This is an optimization exercise on Yosys and OpenROAD, whose aim is small area, not a production implementation.
Function was checked by simulation only, so behaviour that the tests miss may differ from the original.
No driver is modelled on the clock port, so clocking that relies on it looks cheaper here than on a real chip.
Power and IR drop assume default switching activity.

File: flow/abc_map.script
strash
&get -n
&st
&syn3
&dch -f
&put
amap -F 2 -A 8 -m
topo
dnsize -c
File: config.mk
export PLATFORM = sky130hd
export DESIGN_NAME = frame_dec_top
export DESIGN_NICKNAME = frame_dec_top
export VERILOG_FILES = /design/flow/design.v
export SDC_FILE = /design/flow/constraint.sdc
export NUM_CORES = 4
export LEC_CHECK = 0
export CAP_MARGIN = 0
export CORE_MARGIN = 2
export CORE_UTILIZATION = 40
export GPL_TIMING_DRIVEN = 0
export PLACE_DENSITY = 0.8
export SLEW_MARGIN = 0
File: standard.sh
#!/bin/bash
# synth_recipe.tcl (not shown) runs the flow's synth.tcl, then flattens the netlist and writes it again
# the make line also repeats each setting of config.mk as NAME=value (left out here)
make -C /OpenROAD-flow-scripts/flow DESIGN_CONFIG=/design/flow/config.mk WORK_HOME=/design/flow/orfs CLKGATE_MAP_FILE= SYNTH_SCRIPT=/design/flow/synth_recipe.tcl "${@:-finish}"
File: constraint.sdc
create_clock -name core_clock -period 8.0 [get_ports {USER_CLK}]
set_input_delay 1.6000 -clock core_clock [delete_from_list [all_inputs] [get_ports {USER_CLK}]]
set_output_delay 1.6000 -clock core_clock [all_outputs]
set_load 0.01 [all_outputs]
File: design.v
`timescale 1ns/10ps
module frame_dec_top #(
    parameter logic [31:0] SYNC_WORD = 32'h1234_807F,
    parameter int          K_HASHES  = 5
) (
    input  logic        USER_CLK,
    input  logic        SYSTEM_RESET,
    input  logic        cs_i,
    input  logic [31:0] rx_data_i,
    output logic        synched_o,
    output logic        busy_o,
    output logic [7:0]  byte_o,
    output logic        byte_valid_o,
    output logic [31:0] frame_count_o
);
    logic [1:0]  x_q;
    logic [1:0]  pm_q;
    logic [1:0]  off_q;
    logic [1:0]  fs_q;        
    logic        hit_q;
    assign pm_q  = x_q;
    assign off_q = x_q;
    logic        syn_q;
    logic        rdy_q;
    assign hit_q = fs_q == 2'd1;
    assign syn_q = fs_q == 2'd2;
    assign rdy_q = fs_q == 2'd3;
    logic [4:0]  cnt_q;
    logic        shift;
    logic [3:0]  m;
    logic [1:0]  m_off;
    logic        release_w;
    assign shift = cs_i & ~rdy_q;
    assign m[0] = pm_q == 2'd1 && rx_data_i[7:0]  == SYNC_WORD[31:24];
    assign m[1] = pm_q == 2'd2 && rx_data_i[15:0] == SYNC_WORD[31:16];
    assign m[2] = pm_q == 2'd3 && rx_data_i[23:0] == SYNC_WORD[31:8];
    assign m[3] = rx_data_i == SYNC_WORD;
    assign m_off = (|m[2:0]) ? pm_q - 2'd1 : 2'd3;
    logic [1:0] pm_next;
    logic [3:1] pe;
    assign pe[1] = rx_data_i[31:8]  == SYNC_WORD[23:0];
    assign pe[2] = rx_data_i[31:16] == SYNC_WORD[15:0];
    assign pe[3] = rx_data_i[31:24] == SYNC_WORD[7:0];
    assign pm_next = {pe[2] | pe[3], pe[1] | pe[3]};
    always_ff @(posedge USER_CLK)
    begin
        if (SYSTEM_RESET)
        begin
            x_q       <= 2'd0;
            fs_q      <= 2'd0;
        end
        else if (cs_i)
        begin
            if (rdy_q)
            begin
                if (release_w)
                    fs_q <= 2'd0;
            end
            else
            begin
                if (syn_q)
                begin
                    if (cnt_q == 5'd31)
                    begin
                        fs_q <= 2'd3;
                        x_q  <= 2'd0;   
                    end
                end
                else if (hit_q)
                    fs_q <= 2'd2;
                else
                begin
                    fs_q <= {1'b0, |m};
                    x_q  <= (|m) ? m_off : pm_next;
                end
            end
        end
    end
    logic [5:0] ntog;
    always_comb
    begin
        ntog[0] = shift & syn_q;
        for (int i = 0; i < 5; i++)
            ntog[i+1] = ntog[i] & cnt_q[i];
    end
    always_ff @(posedge USER_CLK)
    begin
        if (SYSTEM_RESET)
            cnt_q <= '0;
        else
            cnt_q <= cnt_q ^ ntog[4:0];
    end
    logic [1:0]  a;
    logic [1:0]  a1;
    logic [31:0] rr;      
    logic [3:0]  g;
    logic [31:0] ws;      
    logic [23:0] kill;    
    logic [23:0] acc_q;
    assign a  = (syn_q | hit_q) ? off_q : m_off;
    assign a1 = a + 2'd1;
    assign rr = 32'({rx_data_i, rx_data_i} >> {a1, 3'b000});
    assign g  = {1'b1, a != 2'd0, a[1], a == 2'd3};
    logic [3:0]    hi;
    logic [7:0]    lo;
    logic [2:0][6:0] lg;
    always_comb
    begin
        for (int h = 0; h < 4; h++)
            hi[h] = shift && syn_q && cnt_q[4:3] == 2'(h);
        for (int l = 0; l < 8; l++)
            lo[l] = cnt_q[2:0] == 3'(l);
        for (int j = 0; j < 3; j++)
            for (int y = 0; y < 7; y++)
                lg[j][y] = g[j] ? lo[y+1] : lo[y];
        ws[0] = shift & ~syn_q & ~hit_q;
        ws[1] = shift & ~syn_q & hit_q;
        for (int n = 2; n < 32; n++)
            ws[n] = hi[(n - 2) >> 3] & lo[(n - 2) & 7];
    end
    assign kill[0] = ((g[0] ? ws[1] : ws[0]) & ~rr[1]) | ((g[0] ? ws[1] : ws[0]) & ~rr[2]) | ((g[0] ? ws[1] : ws[0]) & ~rr[4]) | ((g[1] ? ws[1] : ws[0]) & ~rr[8]) | ((g[2] ? ws[1] : ws[0]) & ~rr[16]);
    assign kill[1] = ((g[0] ? ws[2] : ws[1]) & ~rr[0]) | ((hi[0] & lg[0][0]) & ~rr[0]) | ((hi[0] & lg[0][2]) & ~rr[1]) | ((hi[0] & lg[0][6]) & ~rr[2]) | ((hi[1] & lg[0][6]) & ~rr[4]);
    assign kill[2] = ((g[1] ? ws[1] : ws[0]) & ~rr[9]) | ((g[2] ? ws[1] : ws[0]) & ~rr[18]) | ((g[0] ? ws[2] : ws[1]) & ~rr[4]) | ((hi[0] & lg[1][0]) & ~rr[8]) | ((hi[0] & lg[2][2]) & ~rr[17]);
    assign kill[3] = ((g[0] ? ws[10] : ws[9]) & ~rr[2]) | ((hi[2] & lg[0][0]) & ~rr[4]) | ((hi[0] & lg[1][2]) & ~rr[8]) | ((hi[0] & lg[2][6]) & ~rr[16]) | ((g[0] ? ws[18] : ws[17]) & ~rr[0]);
    assign kill[4] = ((hi[0] & lg[0][0]) & ~rr[1]) | ((hi[0] & lg[0][2]) & ~rr[3]) | ((hi[0] & lg[0][6]) & ~rr[6]) | ((hi[1] & lg[1][6]) & ~rr[12]) | (ws[1] & ~rr[25]);
    assign kill[5] = ((g[2] ? ws[2] : ws[1]) & ~rr[18]) | ((hi[0] & lg[0][1]) & ~rr[4]) | ((hi[0] & lg[1][4]) & ~rr[9]) | ((hi[1] & lg[2][2]) & ~rr[19]) | ((g[0] ? ws[26] : ws[25]) & ~rr[6]);
    assign kill[6] = ((hi[2] & lg[1][0]) & ~rr[13]) | (ws[5] & ~rr[26]) | ((g[2] ? ws[10] : ws[9]) & ~rr[20]) | ((hi[2] & lg[1][1]) & ~rr[8]) | ((hi[0] & lg[2][4]) & ~rr[16]);
    assign kill[7] = ((hi[1] & lg[0][3]) & ~rr[1]) | ((hi[3] & lg[0][0]) & ~rr[2]) | ((hi[2] & lg[0][2]) & ~rr[4]) | ((hi[0] & lg[1][6]) & ~rr[9]) | ((hi[1] & lg[2][6]) & ~rr[18]);
    assign kill[8] = ((g[0] ? ws[2] : ws[1]) & ~rr[5]) | ((hi[0] & lg[1][0]) & ~rr[10]) | ((hi[0] & lg[2][2]) & ~rr[21]) | ((g[1] ? ws[10] : ws[9]) & ~rr[10]) | ((hi[2] & lg[2][0]) & ~rr[20]);
    assign kill[9] = ((hi[0] & lg[1][3]) & ~rr[8]) | ((hi[1] & lg[2][0]) & ~rr[16]) | ((hi[2] & lg[0][3]) & ~rr[1]) | ((hi[1] & lg[0][0]) & ~rr[3]) | ((hi[2] & lg[0][2]) & ~rr[7]);
    assign kill[10] = ((hi[0] & lg[1][6]) & ~rr[15]) | (ws[17] & ~rr[30]) | (ws[2] & ~rr[29]) | (ws[4] & ~rr[26]) | ((hi[0] & lg[2][5]) & ~rr[21]);
    assign kill[11] = ((hi[1] & lg[1][5]) & ~rr[11]) | ((hi[3] & lg[2][4]) & ~rr[23]) | ((hi[3] & lg[1][3]) & ~rr[14]) | (ws[27] & ~rr[29]) | (ws[22] & ~rr[26]);
    assign kill[12] = ((hi[1] & lg[2][1]) & ~rr[21]) | ((hi[2] & lg[1][5]) & ~rr[11]) | ((hi[1] & lg[2][4]) & ~rr[22]) | ((hi[3] & lg[1][3]) & ~rr[13]) | (ws[27] & ~rr[27]);
    assign kill[13] = ((hi[2] & lg[2][3]) & ~rr[22]) | ((hi[1] & lg[1][1]) & ~rr[13]) | (ws[23] & ~rr[27]) | ((hi[1] & lg[2][3]) & ~rr[22]) | ((hi[3] & lg[1][1]) & ~rr[12]);
    assign kill[14] = (ws[23] & ~rr[24]) | ((hi[1] & lg[2][3]) & ~rr[16]) | ((hi[3] & lg[0][1]) & ~rr[0]) | ((hi[2] & lg[0][4]) & ~rr[0]) | ((hi[1] & lg[0][2]) & ~rr[0]);
    assign kill[15] = ((hi[2] & lg[0][6]) & ~rr[0]) | ((hi[1] & lg[0][6]) & ~rr[1]) | ((g[0] ? ws[1] : ws[0]) & ~rr[3]) | ((g[0] ? ws[1] : ws[0]) & ~rr[6]) | ((g[1] ? ws[1] : ws[0]) & ~rr[12]);
    assign kill[16] = (ws[1] & ~rr[24]) | ((g[2] ? ws[2] : ws[1]) & ~rr[16]) | ((hi[0] & lg[0][1]) & ~rr[0]) | ((hi[0] & lg[0][4]) & ~rr[1]) | ((hi[1] & lg[0][2]) & ~rr[3]);
    assign kill[17] = ((hi[2] & lg[0][6]) & ~rr[6]) | ((hi[1] & lg[1][6]) & ~rr[13]) | (ws[1] & ~rr[27]) | ((g[2] ? ws[2] : ws[1]) & ~rr[22]) | ((hi[0] & lg[1][1]) & ~rr[12]);
    assign kill[18] = (ws[7] & ~rr[25]) | ((hi[1] & lg[2][3]) & ~rr[19]) | ((hi[3] & lg[0][1]) & ~rr[6]) | ((hi[2] & lg[1][4]) & ~rr[12]) | (ws[13] & ~rr[24]);
    assign kill[19] = ((g[2] ? ws[26] : ws[25]) & ~rr[16]) | ((hi[2] & lg[0][1]) & ~rr[1]) | ((hi[0] & lg[0][4]) & ~rr[2]) | ((hi[1] & lg[0][2]) & ~rr[5]) | ((hi[2] & lg[1][6]) & ~rr[10]);
    assign kill[20] = ((hi[1] & lg[2][6]) & ~rr[21]) | ((g[1] ? ws[2] : ws[1]) & ~rr[11]) | ((hi[0] & lg[2][0]) & ~rr[22]) | ((hi[0] & lg[1][3]) & ~rr[13]) | (ws[11] & ~rr[26]);
    assign kill[21] = ((hi[2] & lg[2][3]) & ~rr[21]) | ((hi[1] & lg[1][1]) & ~rr[11]) | ((hi[2] & lg[2][4]) & ~rr[23]) | ((hi[1] & lg[1][3]) & ~rr[14]) | (ws[27] & ~rr[28]);
    assign kill[22] = (ws[22] & ~rr[24]) | ((hi[1] & lg[2][1]) & ~rr[17]) | ((hi[2] & lg[0][5]) & ~rr[3]) | ((hi[1] & lg[0][4]) & ~rr[6]) | ((hi[3] & lg[1][2]) & ~rr[13]);
    assign kill[23] = (ws[25] & ~rr[27]) | ((g[2] ? ws[18] : ws[17]) & ~rr[23]) | ((hi[0] & lg[1][1]) & ~rr[15]) | (ws[7] & ~rr[31]) | (ws[14] & ~rr[31]);
    always_ff @(posedge USER_CLK)
    begin
        acc_q <= (acc_q | {24{ws[0]}}) & ~kill;
    end
    localparam logic [1:0] S_IDLE = 2'd0, S_HASH = 2'd1, S_SRCH = 2'd3, S_DONE = 2'd2;
    logic [1:0]  st_q;
    logic [7:0]  c_q;
    logic [7:0]  tgt_q;
    logic [31:0] count_q;
    logic        code_ok;
    logic        found;
    assign code_ok = acc_q[15:8] == ~acc_q[23:16] &&
                     acc_q[7:0] == {acc_q[16], acc_q[17], acc_q[18], acc_q[19],
                                    acc_q[20], acc_q[21], acc_q[22], acc_q[23]};
    assign found     = (c_q == 8'd0);
    assign release_w = (st_q == S_HASH) && found;
    always_ff @(posedge USER_CLK)
    begin
        if (SYSTEM_RESET)
        begin
            st_q    <= S_IDLE;
        end
        else if (cs_i)
        begin
            case (st_q)
                S_IDLE:
                begin
                    if (rdy_q)
                        st_q <= S_HASH;
                end
                S_HASH:
                begin
                    if (found)
                        st_q <= S_SRCH;
                end
                S_SRCH:
                begin
                    if (found)
                        st_q <= S_DONE;
                end
                default:
                    st_q <= S_IDLE;
            endcase
        end
    end
    logic [32:0] tog;
    always_comb
    begin
        tog[0] = cs_i && st_q == S_SRCH && found;
        for (int i = 0; i < 32; i++)
            tog[i+1] = (i == 15) ? tog[0] & (&count_q[15:0]) : tog[i] & count_q[i];
    end
    always_ff @(posedge USER_CLK)
    begin
        if (SYSTEM_RESET)
            count_q <= '0;
        else
            count_q <= count_q ^ tog[31:0];
    end
    logic [8:0] ctog;
    logic       c_ld;
    logic       c_ldt;
    assign c_ld  = cs_i && st_q == S_IDLE;
    assign c_ldt = cs_i && st_q == S_HASH && found;
    always_comb
    begin
        ctog[0] = cs_i && st_q != S_IDLE;
        for (int i = 0; i < 8; i++)
            ctog[i+1] = ctog[i] & ~c_q[i];
    end
    always_ff @(posedge USER_CLK)
    begin
        if (c_ld)
            c_q <= 8'd120;
        else if (c_ldt)
            c_q <= tgt_q;
        else
            c_q <= c_q ^ ctog[7:0];
    end
    always_ff @(posedge USER_CLK)
    begin
        if (cs_i && st_q == S_IDLE && rdy_q)
            tgt_q <= code_ok ? acc_q[23:16] : 8'hFF;
    end
    assign synched_o     = syn_q;
    assign busy_o        = (st_q != S_IDLE);
    assign byte_o        = tgt_q;
    assign byte_valid_o  = (st_q == S_DONE);
    assign frame_count_o = count_q;
endmodule
File: flow/cts_trim.tcl
# After CTS: use clkbuf_4 for clock-tree buffers whose flip-flop clock pins
# stay well inside the slew limit with it (estimated with placement parasitics)
set trim_limit 0.105
set trim_small [get_lib_cells sky130_fd_sc_hd__clkbuf_4]
proc trim_worst_clk_slew {} {
  set w 0.0
  foreach pin [get_pins -hierarchical */CLK] {
    set s [get_property $pin slew_max]
    if { $s > $w } { set w $s }
  }
  return $w
}
estimate_parasitics -placement
puts "cts_trim: worst clock pin slew before [trim_worst_clk_slew]"
foreach inst [get_cells clkbuf_*_USER_CLK] {
  set old [get_property [get_property $inst liberty_cell] name]
  if { $old eq "sky130_fd_sc_hd__clkbuf_4" } { continue }
  replace_cell $inst $trim_small
  estimate_parasitics -placement
  set w [trim_worst_clk_slew]
  if { $w > $trim_limit } {
    replace_cell $inst [get_lib_cells $old]
    estimate_parasitics -placement
    puts "cts_trim: kept [get_property $inst name] as $old ($w)"
  } else {
    puts "cts_trim: [get_property $inst name] now clkbuf_4 ($w)"
  }
}
puts "cts_trim: worst clock pin slew after [trim_worst_clk_slew]"
File: flow/run.sh
#!/bin/bash
# The standard layout with three changes:
#  - synthesis is the standard flow's own script, except that ABC maps the logic with
#    flow/abc_map.script, an area-oriented script, and adders are left to
#    ABC instead of being mapped to half-adder cells first (the registers
#    come from dfflibmap before ABC runs, so they are the standard
#    synthesis's)
#  - the port buffers use the smallest buffer cell
#  - the clock tree uses small buffers and no dummy loads, and after CTS
#    flow/cts_trim.tcl gives clkbuf_4 to the tree buffers whose flip-flop
#    clock pins keep a slew well under the limit with it
set -euo pipefail
W=$PWD
{
    echo 'proc synth {args} { yosys synth -nofsm -noshare {*}$args }'
    echo "proc abc {args} { set i [lsearch -exact \$args -script]; if {\$i >= 0} { lset args [expr {\$i + 1}] $W/flow/abc_map.script }; yosys abc {*}\$args }"
    tail -n +2 "$W/synth_recipe.tcl"
} > "$W/own_synth.tcl"
sed -e "s#SYNTH_SCRIPT=[^ ]*#SYNTH_SCRIPT=$W/own_synth.tcl#" \
    -e "s#CLKGATE_MAP_FILE= #CLKGATE_MAP_FILE= ADDER_MAP_FILE= #" "$W/standard.sh" > "$W/own_standard.sh"
grep -q "SYNTH_SCRIPT=$W/own_synth.tcl" "$W/own_standard.sh"
grep -q "ADDER_MAP_FILE= " "$W/own_standard.sh"
export BUFFER_PORTS_ARGS="-buffer_cell sky130_fd_sc_hd__buf_1"
export POST_CTS_TCL="$W/flow/cts_trim.tcl"
export CTS_ARGS="-sink_clustering_enable -repair_clock_nets -dont_use_dummy_load -root_buf sky130_fd_sc_hd__clkbuf_8 -buf_list sky130_fd_sc_hd__clkbuf_4"
bash "$W/own_standard.sh" > "$W/flow_standard.log" 2>&1
==> results of run 1 <==
Yosys cell counts (7+ instances only):
library cell,n
o22ai_1,108
nor3_1,70
a21oi_1,14
o21ai_0,16
edfxtp_1,8
o32ai_1,14
nor2_1,101
nand2_1,16
and3_1,27
or4_1,9
a22oi_1,8
nor4_1,15
or2_0,23
nand3_1,10
dfxtp_1,75
clkinv_1,48
a211oi_1,7
or3_1,19
nand4_1,10
metal layers:
| layer | share of wire, % | up-vias | GRT usage [%] |
|---|---|---|---|
| met5 | 0 | - | 0 |
| met1 | 41 | 2531 | 31.66 |
| met3 | 11 | 95 | 8.555 |
| li1 | - | 2690 | - |
| met4 | 4.9 | 0 | 11.63 |
| met2 | 43 | 368 | 39.08 |
metrics by stage:
stage / power, mW / setup TNS [ns] / cells
detailed placement: 0.5037 / 0 / 866
finish: 0.7101 / 0 / 875
floorplan: 0.4719 / 0 / 638
global route: 0.7402 / 0 / 875
global placement: 0.5021 / -16.03 / 862
power groups by stage:
stage	clock network [mW]	logic (mW)	registers, mW
2_1_floorplan	0	0.0356	0.436
3_3_place_gp	0	0.0650	0.437
3_5_place_dp	0	0.0664	0.437
5_1_grt	0.237	0.0745	0.428
6_report	0.213	0.0694	0.428
placed cells by master, fill, tap and decap left out, types with 2 or more instances in the layout:
| cell type | Yosys | layout |
|---|---|---|
| o22ai_1 | 108 | 107 |
| nor2_1 | 101 | 101 |
| buf_1 | 0 | 76 |
| dfxtp_1 | 75 | 75 |
| nor3_1 | 70 | 69 |
| clkinv_1 | 48 | 48 |
| and3_1 | 27 | 27 |
| or2_0 | 23 | 23 |
| or3_1 | 19 | 19 |
| nand2_1 | 16 | 16 |
| o21ai_0 | 16 | 16 |
| nor4_1 | 15 | 15 |
| a21oi_1 | 14 | 14 |
| o32ai_1 | 14 | 14 |
| nand3_1 | 10 | 10 |
| nand4_1 | 10 | 10 |
| or4_1 | 9 | 9 |
| edfxtp_1 | 8 | 8 |
| a22oi_1 | 8 | 7 |
| a211oi_1 | 7 | 7 |
| clkbuf_8 | 0 | 5 |
| o22a_1 | 4 | 4 |
| a2111oi_0 | 4 | 4 |
| a31oi_1 | 4 | 4 |
| and2_0 | 4 | 4 |
| o21a_1 | 4 | 4 |
| clkbuf_4 | 0 | 4 |
| o221a_1 | 3 | 3 |
| o32a_1 | 3 | 3 |
| a221oi_1 | 2 | 2 |
| a21o_1 | 2 | 2 |
| buf_8 | 0 | 2 |
| buf_6 | 0 | 2 |
layout make-up:
type	count	area (sq um)
well taps	147	183.9
clock buffers	9	98.84
flip-flops and latches	83	1742
inverters	48	180.2
multi-input cells	507	2909
fillers	1230	6405
repair buffers	81	342.8
cells by family (layout without fill, tap and decap cells):
group,after synthesis,count (layout),share of synthesized area (%)
flip-flops,83,83,36.17
AND/OR/NAND/NOR,309,309,32.43
AO/OA/AOI/OAI,198,198,27.65
buffers and inverters,48,138,3.742
flip-flops by register name, indices dropped and copies added (netlist names):
name and count:
count_q 32, acc_q 24, c_q 8, tgt_q 8, cnt_q 5, fs_q 2
st_q 2, x_q 2
worst max-delay path: cells and delay by family:
| kind | cells | cell delay (ns) |
|---|---|---|
| and+or+nand+nor | 8 | 2.57 |
| AOI/OAI and AO/OA | 6 | 1.56 |
| buffers and inverters | 4 | 1.35 |
path summary, 6_finish.rpt:
path | startpoint | to | slack, ns | cells after the start
setup / recovery | rx_data_i[3] | acc_q[18] | 1.25 | 18
hold / removal | c_q[7] | c_q[7] | 0.48 | 1
setup reg to reg | fs_q[1] | acc_q[16] | 1.74 | 14
hold reg to reg | c_q[7] | c_q[7] | 0.48 | 1
==> impl_metrics.tcl, run 1 <==
set metrics [dict create \
    status "no timing/DRC/antenna violations" \
    dp_hpwl_microns 12230 \
    routedWlPerCell_microns 18.62 \
    p_leak_nw 1.596 \
    cts.sinks 83 \
    relSlewSlack_pct 25.64 \
    clock_power_share_pct 30.0 \
    ant_nets 0 \
    cp.arrival_ns 7.09 \
    grtUsageTotal_pct 25.18 \
    crit_type "primary input to register" \
    die-area_sq_um 12930 \
    first_global_vias 5190 \
    antenna_cells 0 \
    drcViolationCount 0 \
    fin_area_sq_um 5456 \
    syn_inst 638 \
    routed_wl_microns 16300 \
    ys_seq_area_share_pct 36.17 \
    grt_antenna_before_repair 0 \
    nets 765 \
    grt_max_degree 44 \
    clkLatencyLatePin_ns 0.45 \
    worstPathCellList "buf_1 > or3_1 > or4_1 > o32a_1 > nor2_1 > a21oi_1 > or2_0 > o22ai_2 > buf_8 > clkinv_1 > nor2_1 > clkinv_1 > a22oi_1 > o21ai_0 > or2_0 > nor2_1 > nor3_1 > o311a_1" \
    cpPeakStageDelay_ns 0.72 \
    finClkSkew_ns 0.02917 \
    port_buffers 77 \
    initial_core_util_pct 40.59 \
    final_util_pct 46.00 \
    setup_viol 0 \
    synth_seq_cells 83 \
    synth_edf_count 8 \
    tightest_slew_ns 1.107 \
    gp_congestion 1.057 \
    viasPerCell 6.496 \
    crit_path_top_delay_cell "nor2_1" \
    cts_tree "built" \
    drive_gt1_share_pct 2.335 \
    cp_max_fo 33 \
    power.sequential.fraction_pct 60.2 \
    rows 40 \
    worstPathRequired_ns 8.34 \
    finalHoldViolations 0 \
    irDropWorstVdd_uv 59.71 \
    synth_top_area_share_pct 31.19 \
    p_int_mw 0.5227 \
    pin_count 78 \
    syn_avg_cell_area_sq_um 7.546 \
    drv_slew 0 \
    dr_total_vias 5684 \
    finalCritPeriodShare_pct 84.39 \
    cp-end-kind "register" \
    rsz0062_at_grt "no" \
    dpl_cell_area_sq_um 5358 \
    synth_area_sq_um 4815 \
    fin_crit_ns 6.751 \
    synth_ff_type "dfxtp_1" \
    grt_pass1_wl_microns 25980 \
    drt_iter0_markers 939 \
    firstDrtPassIters 6 \
    drv_cap 0 \
    setup_slack_ns 1.249 \
    synth_area_leader_cell "dfxtp_1" \
    overflow 0 \
    worst_path_most_repeated_cell "nor2_1" \
    synth_warnings 1 \
    fp.dieW_microns 113.7 \
    cts.clk_slew.worst_paths_ns 0.09 \
    hold_ws_ns 0.4793 \
    p_comb_share_pct 9.8 \
    ys_types 38 \
    syn_to_final_growth_pct 13.33 \
    p_per_area_nw_per_um2 130.1 \
    core_area_sq_um 11860 \
    max_freq_mhz 148.1 \
    syn-num-nets 673 \
    dp_slack_ns 0.9213 \
    switchingPower_mw 0.1873 \
    startpoint_type "primary input" \
    async_reset_ff_share_pct 0 \
    switching_share_pct 26.38 \
    min_path_type "register to register" \
    synth_area_leaders "dfxtp_1, o22ai_1, nor2_1" \
    die_h_microns 113.7 \
]
==> inputs of run 2 (changes only) <==
--- a/config.mk
+++ b/config.mk
@@ -9,5 +9,4 @@
 export CORE_MARGIN = 2
 export CORE_UTILIZATION = 40
 export GPL_TIMING_DRIVEN = 0
-export PLACE_DENSITY = 0.8
 export SLEW_MARGIN = 0
==> impl_metrics.tcl, run 2 <==
set metrics [dict create \
    drt_iter0_markers 651 \
    syn_inst 638 \
    synth_area_leader_cell "dfxtp_1" \
    cp-end-kind "register" \
    setup_slack_ns 1.006 \
    dr_total_vias 5621 \
    port_buffers 77 \
    synth_edf_count 8 \
    setup_viol 0 \
    initial_core_util_pct 40.59 \
    async_reset_ff_share_pct 0 \
    worstPathCellList "buf_1 > or3_1 > or4_1 > o32a_1 > nor2_1 > a21oi_1 > or2_0 > o22ai_2 > buf_8 > clkinv_1 > nor2_1 > clkinv_1 > a22oi_1 > o21ai_0 > or2_0 > nor2_1 > nor3_1 > o311a_1" \
    relSlewSlack_pct 27.61 \
    status "no timing/DRC/antenna violations" \
    finalCritPeriodShare_pct 87.43 \
    critPathTopFamily "simple AND/OR/NAND/NOR gates" \
    cts_tree "built" \
    critPathBufInv 4 \
    first_global_vias 5013 \
    synth_area_leaders "dfxtp_1, o22ai_1, nor2_1" \
    viasPerCell 6.431 \
    p_leak_nw 1.592 \
    grt_max_degree 44 \
    largest_register_ffs 32 \
    cts.sinks 83 \
    layout_common_cells "o22ai_1, nor2_1, buf_1, dfxtp_1, nor3_1" \
    finalHoldViolations 0 \
    syn_to_final_growth_pct 13.23 \
    final_cells 874 \
    startpoint_type "primary input" \
    nets 764 \
    tightest_slew_ns 1.078 \
    cts.clk_slew.worst_paths_ns 0.10 \
    cp.arrival_ns 7.35 \
    rsz0062_at_grt "no" \
    synth_area_sq_um 4815 \
    gp_congestion 0.9897 \
    clkLatencyLatePin_ns 0.46 \
    ys_types 38 \
    largest_register "count_q" \
    dp_hpwl_microns 13400 \
    largestRegisters "count_q: 32 flops, acc_q: 24 flops" \
    p_per_area_nw_per_um2 131.7 \
    irDropWorstVdd_uv 53.17 \
    crit_type "primary input to register" \
    drv_slew 0 \
    syn_avg_cell_area_sq_um 7.546 \
    synth_warnings 1 \
    final_common_cell "o22ai_1" \
    final_util_pct 45.96 \
    fin_crit_ns 6.994 \
    grt_pass1_wl_microns 27180 \
    routed_wl_microns 17520 \
    finalSetupTns_ns 0 \
    netlist_top_cells_count "o22ai_1, nor2_1, dfxtp_1" \
    drv_cap 0 \
    post-synth-top-count-cell "o22ai_1" \
    max_freq_mhz 143.0 \
    cpPeakStageDelay_ns 0.79 \
    antenna_cells 0 \
    overflow 0 \
    worst_path_most_repeated_cell "nor2_1" \
    n_fill_cell 1262 \
    drcViolationCount 0 \
    fin_area_sq_um 5451 \
    min_path_type "register to register" \
    synth_top_area_share_pct 31.19 \
    firstDrtPassIters 7 \
    die_h_microns 113.7 \
    dpl_cell_area_sq_um 5346 \
    grt_antenna_before_repair 0 \
    drive_gt1_share_pct 2.201 \
    dp_slack_ns 0.7357 \
    worstPathRequired_ns 8.36 \
    cp_max_fo 33 \
    core_area_sq_um 11860 \
    ant_nets 0 \
    ys_seq_area_share_pct 36.17 \
    routedWlPerCell_microns 20.05 \
    synth_ff_type "dfxtp_1" \
    fp.dieW_microns 113.7 \
    dpl.cell_count 865 \
    pin_count 78 \
    grtUsageTotal_pct 26.88 \
    syn-num-nets 673 \
    die-area_sq_um 12930 \
    rows 40 \
    synth_seq_cells 83 \
    finClkSkew_ns 0.02835 \
    crit_path_top_delay_cell "nor2_1" \
]
## run 2: cell counts after synthesis
No cell type changed its count.
## run 2: cells by family (layout without fill, tap and decap cells)
| logic type | after synthesis | in the layout | synth area share (%) |
|---|---|---|---|
| AO/OA/AOI/OAI | 198 | 198 | 27.65 |
| flip-flops | 83 | 83 | 36.17 |
| buffers and inverters | 48 | 137 | 3.742 |
| AND/OR/NAND/NOR | 309 | 309 | 32.43 |
## run 2: final cells by class
class                           count  area, sq um  share of cell area (%)
Clock buffer                        9        105.1                   1.928
Inverter                           48        180.2                   3.305
Multi-Input combinational cell    507         2909                   53.36
Sequential cell                    83         1742                   31.95
Tap cell                          147        183.9                   3.374
Timing Repair Buffer               80        331.6                   6.082
## run 2: routing by layer
| layer | wire (microns) | share of wire [%] | up-vias | track usage [%] |
|---|---|---|---|---|
| met5 | 0 | 0 | - | 0 |
| met4 | 566 | 3.2 | 0 | 11.38 |
| met3 | 1417 | 8.1 | 49 | 5.473 |
| met2 | 7968 | 45 | 278 | 43.35 |
| met1 | 7570 | 43 | 2609 | 35.13 |
| li1 | - | - | 2685 | - |
## run 2: where the power goes
part / internal, mW / switching [mW]
Combinational: 0.0205 / 0.0496
Sequential: 0.423 / 0.00443
Clock: 0.0837 / 0.137
## run 2: through the flow
stage,hold WS (ns),power (mW)
floorplan,0.4526,0.4719
detailed placement,0.4634,0.5051
global placement,0.4458,0.5045
global route,0.5222,0.7491
finish,0.4791,0.7182
## run 2: worst paths after layout
check | start | end | slack, ns | depth (start not counted)
max | rx_data_i[6] | acc_q[18] | 1.01 | 18
min | count_q[31] | count_q[31] | 0.48 | 1
max reg2reg | fs_q[1] | acc_q[16] | 1.94 | 14
min reg2reg | count_q[31] | count_q[31] | 0.48 | 1

[separate check: timing with driven ports]
In the flow no input, the clock included, has a driving cell. The finished layouts below were timed again as built, in two steps. Step 1 (the two cells are an assumption about what drives the block):
set clk [get_ports {USER_CLK}]
set_driving_cell -lib_cell sky130_fd_sc_hd__clkbuf_16 $clk
set_driving_cell -lib_cell sky130_fd_sc_hd__buf_2 [delete_from_list [all_inputs] $clk]
Step 2 times the ports against the registers' clock, not the clock port: input delays grow and output delays shrink by t, the midpoint of the rising clock arrivals with the driver on. Three values: no drivers, after step 1, after step 2; two values: the first two.
run | t, ns | setup slack, ns | worst setup path at the end | clock arrival spread, ns
run 1 | 0.467 | 1.249 / 1.256 / 0.789 | input to register | 0.030 / 0.029
run 2 | 0.477 | 1.006 / 1.016 / 0.539 | input to register | 0.028 / 0.028
After both steps setup and hold are still met in every run listed. The setup slack of run 2, which loses most, moves by +0.010 ns with the drivers and by -0.467 ns with both steps.
